Background: an optimization exercise with open tools, aiming at small area. Do not read the settings as production practice.
The RTL was checked by simulation tests, not by an equivalence proof against the original design.
Power is estimated from default activity; no workload was simulated.

**flow/config.mk**
```make
export PLATFORM = sky130hd
export DESIGN_NAME = servo_recipe_pwm_sequencer
export DESIGN_NICKNAME = servo_recipe_pwm_sequencer
export VERILOG_FILES = /design/flow/design.v
export SDC_FILE = /design/flow/constraint.sdc
export NUM_CORES = 4
export LEC_CHECK = 0
export CAP_MARGIN = 20
export CORE_MARGIN = 2
export CORE_UTILIZATION = 40
export SLEW_MARGIN = 20
```
**flow/constraint.sdc**
```tcl
create_clock -name core_clock -period 9.0 [get_ports {clk}]
set_input_delay 1.8000 -clock core_clock [delete_from_list [all_inputs] [get_ports {clk}]]
set_output_delay 1.8000 -clock core_clock [all_outputs]
set_load 0.01 [all_outputs]
```
**flow/design.v**
```verilog
package srps_pkg;
  localparam int RECIPE_DEPTH_DEF = 32;
  localparam int PER_W    = 20;
  localparam int OFS_W    = 16;
  localparam int STEP_W   = 15;
  localparam int UNIT_W   = 19;
  localparam int SETTLE_W = 19;
  localparam int WAIT_W   = 24;
  localparam int POS_W    = 5;
  localparam int BYTE_W   = 8;
  localparam int ARG_W    = 5;
  localparam int ROP_W    = 3;
  localparam int RIDX_W   = 6;
  localparam int WADDR_W  = 5;
  localparam int CFG_AW   = 5;
  localparam int CFG_DW   = 32;
  localparam int REGSEL_W = 3;
  localparam logic [1:0] ITEM_WRITE   = 2'd0;
  localparam logic [1:0] ITEM_TICK    = 2'd1;
  localparam logic [1:0] ITEM_RESTART = 2'd2;
  localparam logic [ROP_W-1:0] OP_HALT       = 3'd0;
  localparam logic [ROP_W-1:0] OP_MOV        = 3'd1;
  localparam logic [ROP_W-1:0] OP_WAIT       = 3'd2;
  localparam logic [ROP_W-1:0] OP_LOOP_START = 3'd4;
  localparam logic [ROP_W-1:0] OP_END_LOOP   = 3'd5;
  localparam logic [REGSEL_W-1:0] REG_PERIOD = 3'd0;
  localparam logic [REGSEL_W-1:0] REG_OFFSET = 3'd1;
  localparam logic [REGSEL_W-1:0] REG_STEP   = 3'd2;
  localparam logic [REGSEL_W-1:0] REG_UNIT   = 3'd3;
  localparam logic [REGSEL_W-1:0] REG_SETTLE = 3'd4;
  localparam logic [PER_W-1:0]    PERIOD_RST = 20'd20000;
  localparam logic [OFS_W-1:0]    OFFSET_RST = 16'd388;
  localparam logic [STEP_W-1:0]   STEP_RST   = 15'd400;
  localparam logic [UNIT_W-1:0]   UNIT_RST   = 19'd100000;
  localparam logic [SETTLE_W-1:0] SETTLE_RST = 19'd200000;
  localparam logic [PER_W-1:0]    PW_MAX     = 20'hFFFFF;
  typedef struct packed {
    logic [1:0]         opcode;
    logic [WADDR_W-1:0] write_address;
    logic [BYTE_W-1:0]  write_byte;
  } in_item_t;
  typedef struct packed {
    logic              pwm_level;
    logic [POS_W-1:0]  position;
    logic [RIDX_W-1:0] recipe_index;
    logic [ARG_W-1:0]  loop_remaining;
    logic              halted;
    logic              waiting;
  } out_item_t;
endpackage
module servo_recipe_pwm_sequencer #(
  parameter int RECIPE_DEPTH = srps_pkg::RECIPE_DEPTH_DEF
) (
  input  logic                          clk,
  input  logic                          rst_n,
  input  logic                          in_valid,
  output logic                          in_ready,
  input  srps_pkg::in_item_t            in_data,
  output logic                          out_valid,
  input  logic                          out_ready,
  output srps_pkg::out_item_t           out_data,
  input  logic                          psel,
  input  logic                          penable,
  input  logic                          pwrite,
  input  logic [srps_pkg::CFG_AW-1:0]   paddr,
  input  logic [srps_pkg::CFG_DW-1:0]   pwdata,
  output logic [srps_pkg::CFG_DW-1:0]   prdata,
  output logic                          pready
);
  localparam int IDX_W = $clog2(RECIPE_DEPTH);
  localparam int CUR_W = $clog2(RECIPE_DEPTH + 1);
  localparam int PW    = srps_pkg::PER_W;
  localparam int WW    = srps_pkg::WAIT_W;
  localparam int AW    = srps_pkg::ARG_W;
  localparam int BW    = srps_pkg::BYTE_W;
  logic [PW-1:0]                   period_r;
  logic [srps_pkg::OFS_W-1:0]      offset_r;
  logic [srps_pkg::STEP_W-1:0]     step_r;
  logic [srps_pkg::UNIT_W-1:0]     unit_r;
  logic [srps_pkg::SETTLE_W-1:0]   settle_r;
  logic                            cfg_we;
  logic [srps_pkg::REGSEL_W-1:0]   reg_sel;
  logic [CUR_W-1:0]  cursor_r, cursor_nxt;
  logic [AW-1:0]     loop_cnt_r, loop_cnt_nxt;
  logic [IDX_W-1:0]  loop_head_r, loop_head_nxt;
  logic [WW-1:0]     wait_r, wait_nxt;
  logic [AW-1:0]     pos_r, pos_nxt;
  logic [PW-1:0]     pw_r, pw_nxt;
  logic [PW-1:0]     cnt_r, cnt_nxt;
  logic [BW-1:0]           mem [RECIPE_DEPTH];
  logic [RECIPE_DEPTH-1:0] vld_r;
  logic [BW-1:0]           mem_q_r;
  logic                    vld_q_r;
  logic                    fwd_r;
  logic [BW-1:0]           fwd_byte_r;
  logic                    in_range_r;
  logic [IDX_W-1:0]        raddr;
  logic [IDX_W-1:0]        waddr;
  logic [IDX_W+4:0]        waddr_ext;
  logic                    waddr_ok;
  logic                    mem_we;
  logic                    res_pend_r;
  logic                    out_valid_r;
  srps_pkg::out_item_t     out_r;
  logic                    load_out;
  logic                    acc, is_write, is_tick, is_restart;
  logic [BW-1:0]           cur_byte;
  logic [srps_pkg::ROP_W-1:0] cur_op;
  logic [AW-1:0]           cur_arg;
  logic                    halted;
  logic [AW-1:0]           travel;
  logic [AW:0]             arg_p1;
  logic [WW-1:0]           settle_prod;
  logic [WW-1:0]           unit_prod;
  logic [PW-1:0]           eff_per;
  logic [PW:0]             cnt_inc;
  logic [PW-1:0]           step_prod;
  logic [PW:0]             pw_sum;
  logic [CUR_W+5:0]        cur_ext;
  assign pready  = 1'b1;
  assign cfg_we  = psel && penable && pwrite;
  assign reg_sel = paddr[srps_pkg::CFG_AW-1:2];
  always_ff @(posedge clk) begin
    if (!rst_n) begin
      period_r <= srps_pkg::PERIOD_RST;
      offset_r <= srps_pkg::OFFSET_RST;
      step_r   <= srps_pkg::STEP_RST;
      unit_r   <= srps_pkg::UNIT_RST;
      settle_r <= srps_pkg::SETTLE_RST;
    end else if (cfg_we) begin
      case (reg_sel)
        srps_pkg::REG_PERIOD: period_r <= pwdata[PW-1:0];
        srps_pkg::REG_OFFSET: offset_r <= pwdata[srps_pkg::OFS_W-1:0];
        srps_pkg::REG_STEP:   step_r   <= pwdata[srps_pkg::STEP_W-1:0];
        srps_pkg::REG_UNIT:   unit_r   <= pwdata[srps_pkg::UNIT_W-1:0];
        srps_pkg::REG_SETTLE: settle_r <= pwdata[srps_pkg::SETTLE_W-1:0];
        default: ;
      endcase
    end
  end
  always_comb begin
    case (reg_sel)
      srps_pkg::REG_PERIOD: prdata = {12'd0, period_r};
      srps_pkg::REG_OFFSET: prdata = {16'd0, offset_r};
      srps_pkg::REG_STEP:   prdata = {17'd0, step_r};
      srps_pkg::REG_UNIT:   prdata = {13'd0, unit_r};
      srps_pkg::REG_SETTLE: prdata = {13'd0, settle_r};
      default:              prdata = '0;
    endcase
  end
  assign load_out   = res_pend_r && (!out_valid_r || out_ready);
  assign in_ready   = !res_pend_r || !out_valid_r || out_ready;
  assign acc        = in_valid && in_ready;
  assign is_write   = acc && (in_data.opcode == srps_pkg::ITEM_WRITE);
  assign is_tick    = acc && (in_data.opcode == srps_pkg::ITEM_TICK);
  assign is_restart = acc && (in_data.opcode == srps_pkg::ITEM_RESTART);
  always_comb begin
    if (!in_range_r) begin
      cur_byte = '0;
    end else if (fwd_r) begin
      cur_byte = fwd_byte_r;
    end else if (vld_q_r) begin
      cur_byte = mem_q_r;
    end else begin
      cur_byte = '0;
    end
  end
  assign cur_op  = cur_byte[BW-1:AW];
  assign cur_arg = cur_byte[AW-1:0];
  assign halted  = (cur_op == srps_pkg::OP_HALT);
  assign travel      = (cur_arg > pos_r) ? (cur_arg - pos_r) : (pos_r - cur_arg);
  assign arg_p1      = {1'b0, cur_arg} + (AW+1)'(1);
  assign settle_prod = {5'd0, settle_r} * {19'd0, travel};
  assign unit_prod   = {5'd0, unit_r} * {18'd0, arg_p1};
  assign eff_per   = (period_r == '0) ? PW'(1) : period_r;
  assign cnt_inc   = {1'b0, cnt_r} + (PW+1)'(1);
  assign step_prod = {5'd0, step_r} * {15'd0, pos_nxt};
  assign pw_sum    = {5'd0, offset_r} + {1'b0, step_prod};
  always_comb begin
    cursor_nxt    = cursor_r;
    loop_cnt_nxt  = loop_cnt_r;
    loop_head_nxt = loop_head_r;
    wait_nxt      = wait_r;
    pos_nxt       = pos_r;
    pw_nxt        = pw_r;
    cnt_nxt       = cnt_r;
    if (is_restart) begin
      cursor_nxt    = '0;
      loop_cnt_nxt  = '0;
      loop_head_nxt = '0;
      wait_nxt      = '0;
    end
    if (is_tick) begin
      if (wait_r != '0) begin
        wait_nxt = wait_r - WW'(1);
      end else if (!halted) begin
        cursor_nxt = cursor_r + CUR_W'(1);
        case (cur_op)
          srps_pkg::OP_MOV: begin
            pos_nxt  = cur_arg;
            wait_nxt = settle_prod;
          end
          srps_pkg::OP_WAIT: begin
            wait_nxt = unit_prod;
          end
          srps_pkg::OP_LOOP_START: begin
            if (loop_cnt_r == '0) begin
              loop_cnt_nxt = cur_arg;
            end
            loop_head_nxt = cursor_r[IDX_W-1:0];
          end
          srps_pkg::OP_END_LOOP: begin
            if (loop_cnt_r != '0) begin
              loop_cnt_nxt = loop_cnt_r - AW'(1);
              cursor_nxt   = CUR_W'({1'b0, loop_head_r} + (IDX_W+1)'(1));
            end
          end
          default: ;
        endcase
      end
      if (cnt_inc >= {1'b0, eff_per}) begin
        cnt_nxt = '0;
        pw_nxt  = pw_sum[PW] ? srps_pkg::PW_MAX : pw_sum[PW-1:0];
      end else begin
        cnt_nxt = cnt_inc[PW-1:0];
      end
    end
  end
  always_ff @(posedge clk) begin
    if (!rst_n) begin
      cursor_r    <= '0;
      loop_cnt_r  <= '0;
      loop_head_r <= '0;
      wait_r      <= '0;
      pos_r       <= '0;
      pw_r        <= PW'(srps_pkg::OFFSET_RST);
      cnt_r       <= '0;
    end else begin
      cursor_r    <= cursor_nxt;
      loop_cnt_r  <= loop_cnt_nxt;
      loop_head_r <= loop_head_nxt;
      wait_r      <= wait_nxt;
      pos_r       <= pos_nxt;
      pw_r        <= pw_nxt;
      cnt_r       <= cnt_nxt;
    end
  end
  assign waddr_ext = {{IDX_W{1'b0}}, in_data.write_address};
  assign waddr_ok  = (waddr_ext < (IDX_W+5)'(RECIPE_DEPTH));
  assign waddr     = waddr_ext[IDX_W-1:0];
  assign mem_we    = is_write && waddr_ok;
  assign raddr     = cursor_nxt[IDX_W-1:0];
  always_ff @(posedge clk) begin
    if (mem_we) begin
      mem[waddr] <= in_data.write_byte;
    end
    mem_q_r    <= mem[raddr];
    fwd_byte_r <= in_data.write_byte;
  end
  always_ff @(posedge clk) begin
    if (!rst_n) begin
      vld_r      <= '0;
      vld_q_r    <= 1'b0;
      fwd_r      <= 1'b0;
      in_range_r <= 1'b1;
    end else begin
      if (mem_we) begin
        vld_r[waddr] <= 1'b1;
      end
      vld_q_r    <= vld_r[raddr];
      fwd_r      <= mem_we && (waddr == raddr);
      in_range_r <= (cursor_nxt < CUR_W'(RECIPE_DEPTH));
    end
  end
  assign cur_ext = {6'd0, cursor_r};
  always_ff @(posedge clk) begin
    if (!rst_n) begin
      res_pend_r  <= 1'b0;
      out_valid_r <= 1'b0;
    end else begin
      if (acc) begin
        res_pend_r <= 1'b1;
      end else if (load_out) begin
        res_pend_r <= 1'b0;
      end
      if (load_out) begin
        out_valid_r <= 1'b1;
      end else if (out_ready) begin
        out_valid_r <= 1'b0;
      end
    end
  end
  always_ff @(posedge clk) begin
    if (load_out) begin
      out_r.pwm_level      <= (cnt_r < pw_r) || (pw_r >= eff_per);
      out_r.position       <= pos_r;
      out_r.recipe_index   <= cur_ext[srps_pkg::RIDX_W-1:0];
      out_r.loop_remaining <= loop_cnt_r;
      out_r.halted         <= halted;
      out_r.waiting        <= (wait_r != '0);
    end
  end
  assign out_valid = out_valid_r;
  assign out_data  = out_r;
endmodule
```
**flow/run.sh**
```bash
#!/bin/bash
# synth_recipe.tcl (not shown) runs the flow's synth.tcl, then flattens the netlist and writes it again
# the make line also repeats each setting of config.mk as NAME=value (left out here)
make -C /OpenROAD-flow-scripts/flow DESIGN_CONFIG=/design/flow/config.mk WORK_HOME=/design/flow/orfs CLKGATE_MAP_FILE= SYNTH_SCRIPT=/design/flow/synth_recipe.tcl finish
```
==> impl_results.md <==
- Postcts setup bufs: 0
- Synth warn: 1
- Switch Pwr: 1.705 mW
- Grt peak-use layer: met2
- Post-DP HPWL: 65110 um
- Overall Power: 5.830 mW
- Pleak: 14.16 nW
- First-pass GRT wire length: 140900 um
- Maximum clock path buffer count: 3
- Initial antenna violation count: 0
- Sw frac: 29.24%
- Critical Path RT: 9.49 ns
- Fraction of layout cells with a size suffix above 1: 4.728%
- Period utilization: 89.96%
- CP max FO: 17
- Syn_area_per_cell: 9.536 um2
- Final core occ: 44.90%
- Boundary Pins: 113
- Vias in the first global route: 23.94k
- Overall routed net length: 91290 um
- Top_reg_cell synth: edfxtp_1
- Die Span X: 288.5 um
- Hold Path Class: reg -> reg
- Starting Density: 40.32%
- Hold buffer count at CTS: 0
- Min setup slack post-route: 0.9035 ns
- Register-to-Register Path Depth: 31
- Worst slew margin: 28.62%
- Pwr dens: 161.7 nW/um2
- RSZ-0062 raised after global routing: false
- Final setup TNS: 0 ns
- Clk sinks: 502
- Critical Path Source Type: register
- GR Util met1: 30.51%
- Clock latency (worst-skew pair): 0.65 ns
- Final min period: 8.097 ns
- Number of synthesized flops with an enable pin: 275
- Netlist cell types: 88
- Hold path cells: 0
- Asr flop ratio synth: 0%
- Die height: 288.5 um
- H-tree level count: 2
- Crit end category: register
- Synthesis-to-finish area growth: 11.35%
- Remaining Overflow, GRT: 0
- Logic gate share of total power: 16.3%
- Nets: 3829
- Skew final: 0.04859 ns
- Via count: 24.90k
- Final max-slew violation count: 0
- # port buffers: 85
- Met3 Usage GRT: 2.441%
- Most used cell along the critical path: a21oi_1
- Arr. time, crit path: 8.59 ns
- Reg power frac: 43.3%
- Fmax: 123.5 MHz
- Core Region: 80290 um2
- Cells after Synth: 3395
- Finish-stage setup viols: 0
- Vias/cell: 5.498
- Internal: 4.125 mW
- WS Path Type: reg -> reg
- CTS resizes: 0
- Post-synthesis register bit count: 502
- Largest stage delay, worst path: 0.62 ns
- Clock network power share: 40.4%
- Crit-path slowest cell: xnor2_1
- Final Hold Viols: 0
- Die area: 83230 um2
- Status: finished clean
- Drt first pass iters: 7
- MaxCap Viol Count: 0
- Total GRT Usage: 21.75%
- Initial DRC Count: 2084
- CTS tree: done
- Slew of the pin with the lowest slew margin: 1.067 ns
- Cell Rows: 104
- ANT cells: 0
- Largest net degree at the start of global routing: 131
- Root Driver: clkbuf_16
- GR Util met2: 35.28%
- CTS buffer count: 56
- DR WL/cell: 20.16 um
- Clock transition at the registers of the reported paths: 0.06 ns
- Seq/Total Area, Yosys: 39.54%
- DRC errors left: 0
- Worst slack at placement: 0.5275 ns
- Peak supply drop: 0.1563 mV
- Post-synthesis cell area: 32370 um2
- Routed Antenna Nets: 0
- GPL Wtd Cong: 0.8969
final cells by class:
| cell class | count | area [um2] |
|---|---|---|
| clock buffers | 75 | 1525 |
| clock inverters | 30 | 351.6 |
| fillers | 7685 | 44240 |
| inverters | 255 | 957.2 |
| multi-input cells | 2473 | 17860 |
| flip-flops and latches | 502 | 12800 |
| well taps | 1060 | 1326 |
| repair buffers | 134 | 1229 |
cells in the mapped netlist (53+ instances only):
cell | number | area (um2)
nand2_1 | 632 | 2372
nor2_1 | 118 | 442.9
a21oi_1 | 128 | 640.6
ha_1 | 172 | 2152
inv_1 | 255 | 957.2
xnor2_1 | 53 | 464.2
dfxtp_1 | 227 | 4544
mux2i_1 | 69 | 690.7
clkbuf_1 | 101 | 379.1
o21ai_0 | 100 | 500.5
nand3_1 | 158 | 790.8
and2_1 | 119 | 744.5
a21boi_0 | 82 | 615.6
fa_1 | 176 | 3523
edfxtp_1 | 275 | 8258
nor2b_1 | 97 | 606.8
final timing paths:
check                       from                     to  slack, ns
max reg2reg     fwd_r$_SDFF_PN0_  wait_r[20]$_SDFF_PN0_       0.90
min reg2reg  pos_r[4]$_SDFF_PN0_    out_r[17]$_DFFE_PP_       0.46
max             fwd_r$_SDFF_PN0_  wait_r[20]$_SDFF_PN0_       0.90
min          pos_r[4]$_SDFF_PN0_    out_r[17]$_DFFE_PP_       0.46
logic make-up after synthesis:
family / after synthesis / synth area share [%]
buf+inv: 431 / 5.499
compound gates: 602 / 12.80
other cells: 2 / 0.02320
flops: 502 / 39.54
simple gates: 1338 / 19.62
xor+xnor: 101 / 2.732
mux: 71 / 2.249
fa+ha+maj: 348 / 17.53
worst max-delay path: cells and delay by family (launching register included):
kind | cells | cell delay [ns]
adders and majority gates | 5 | 2.11
AOI/OAI and AO/OA | 14 | 3.07
and+or+nand+nor | 4 | 0.76
DFF | 1 | 0.31
xor gates and xnor gates | 2 | 0.75
buffers and inverters | 5 | 0.79
muxes | 1 | 0.15
placed cells by master (no fill, tap or decap), types with 53 or more instances in the layout:
master,count
nand2_1,632
edfxtp_1,275
inv_1,255
dfxtp_1,227
fa_1,176
ha_1,172
nand3_1,158
a21oi_1,128
and2_1,119
nor2_1,118
o21ai_0,100
nor2b_1,96
clkdlybuf4s50_1,84
a21boi_0,82
mux2i_1,69
clkbuf_16,58
xnor2_1,53
state kept, by name, summed over array words and instances, names as in the netlist, 15 cells and up:
register	count
mem	256
vld_r	32
wait_r	24
cnt_r	20
period_r	20
pw_r	20
out_r	19
settle_r	19
unit_r	19
offset_r	16
step_r	15
routing by layer:
metal / share of wire [%] / routed length [um] / vias to the layer above
met5: 0 / 0 / -
met4: 3.0 / 2708 / 0
met1: 44 / 40420 / 12220
met3: 6.2 / 5637 / 130
met2: 47 / 42520 / 826
li1: - / - / 11730
power groups by stage:
stage          Sequential, mW  Clock (mW)  Combinational [mW]
2_1_floorplan            2.55           0               0.624
3_3_place_gp             2.57           0               0.929
3_5_place_dp             2.57           0               0.931
4_1_cts                  2.52        2.40               0.938
5_1_grt                  2.53        2.49                1.03
6_report                 2.52        2.35               0.952
metrics by stage:
stage                     std cells  area, um2  hold WS (ns)
final                          4529      36050        0.4647
after global routing           4529      36050        0.4844
after CTS                      4529      36040        0.4651
after detailed placement       4424      34170        0.4479
after global placement         4424      34170        0.4479
after floorplan                3406      32420        0.4064

-- what the ideal ports hide --
The flow's constraints put no driver on any port. The routed layout listed below was extracted and timed again, unchanged, in two steps.
Step 1, drivers: a clkbuf_16 drives clk and a buf_2 each remaining input, both assumed.
Step 2 also shifts input and output timing later by t, the mid clock arrival at the registers, as if the neighbouring blocks saw the same clock.
a / b / c = ideal / step 1 / step 2; a / b = the first two.
shift t [ns]: 0.682
setup slack, ns: 0.903 / 0.903 / 0.451
latest minus earliest clock arrival (ns): 0.052 / 0.052
pins driven straight from the clock port: 1
After both steps this run still meets setup and hold. For this run, drivers alone change the setup slack by 0.000 ns; drivers and shift together by -0.452 ns.
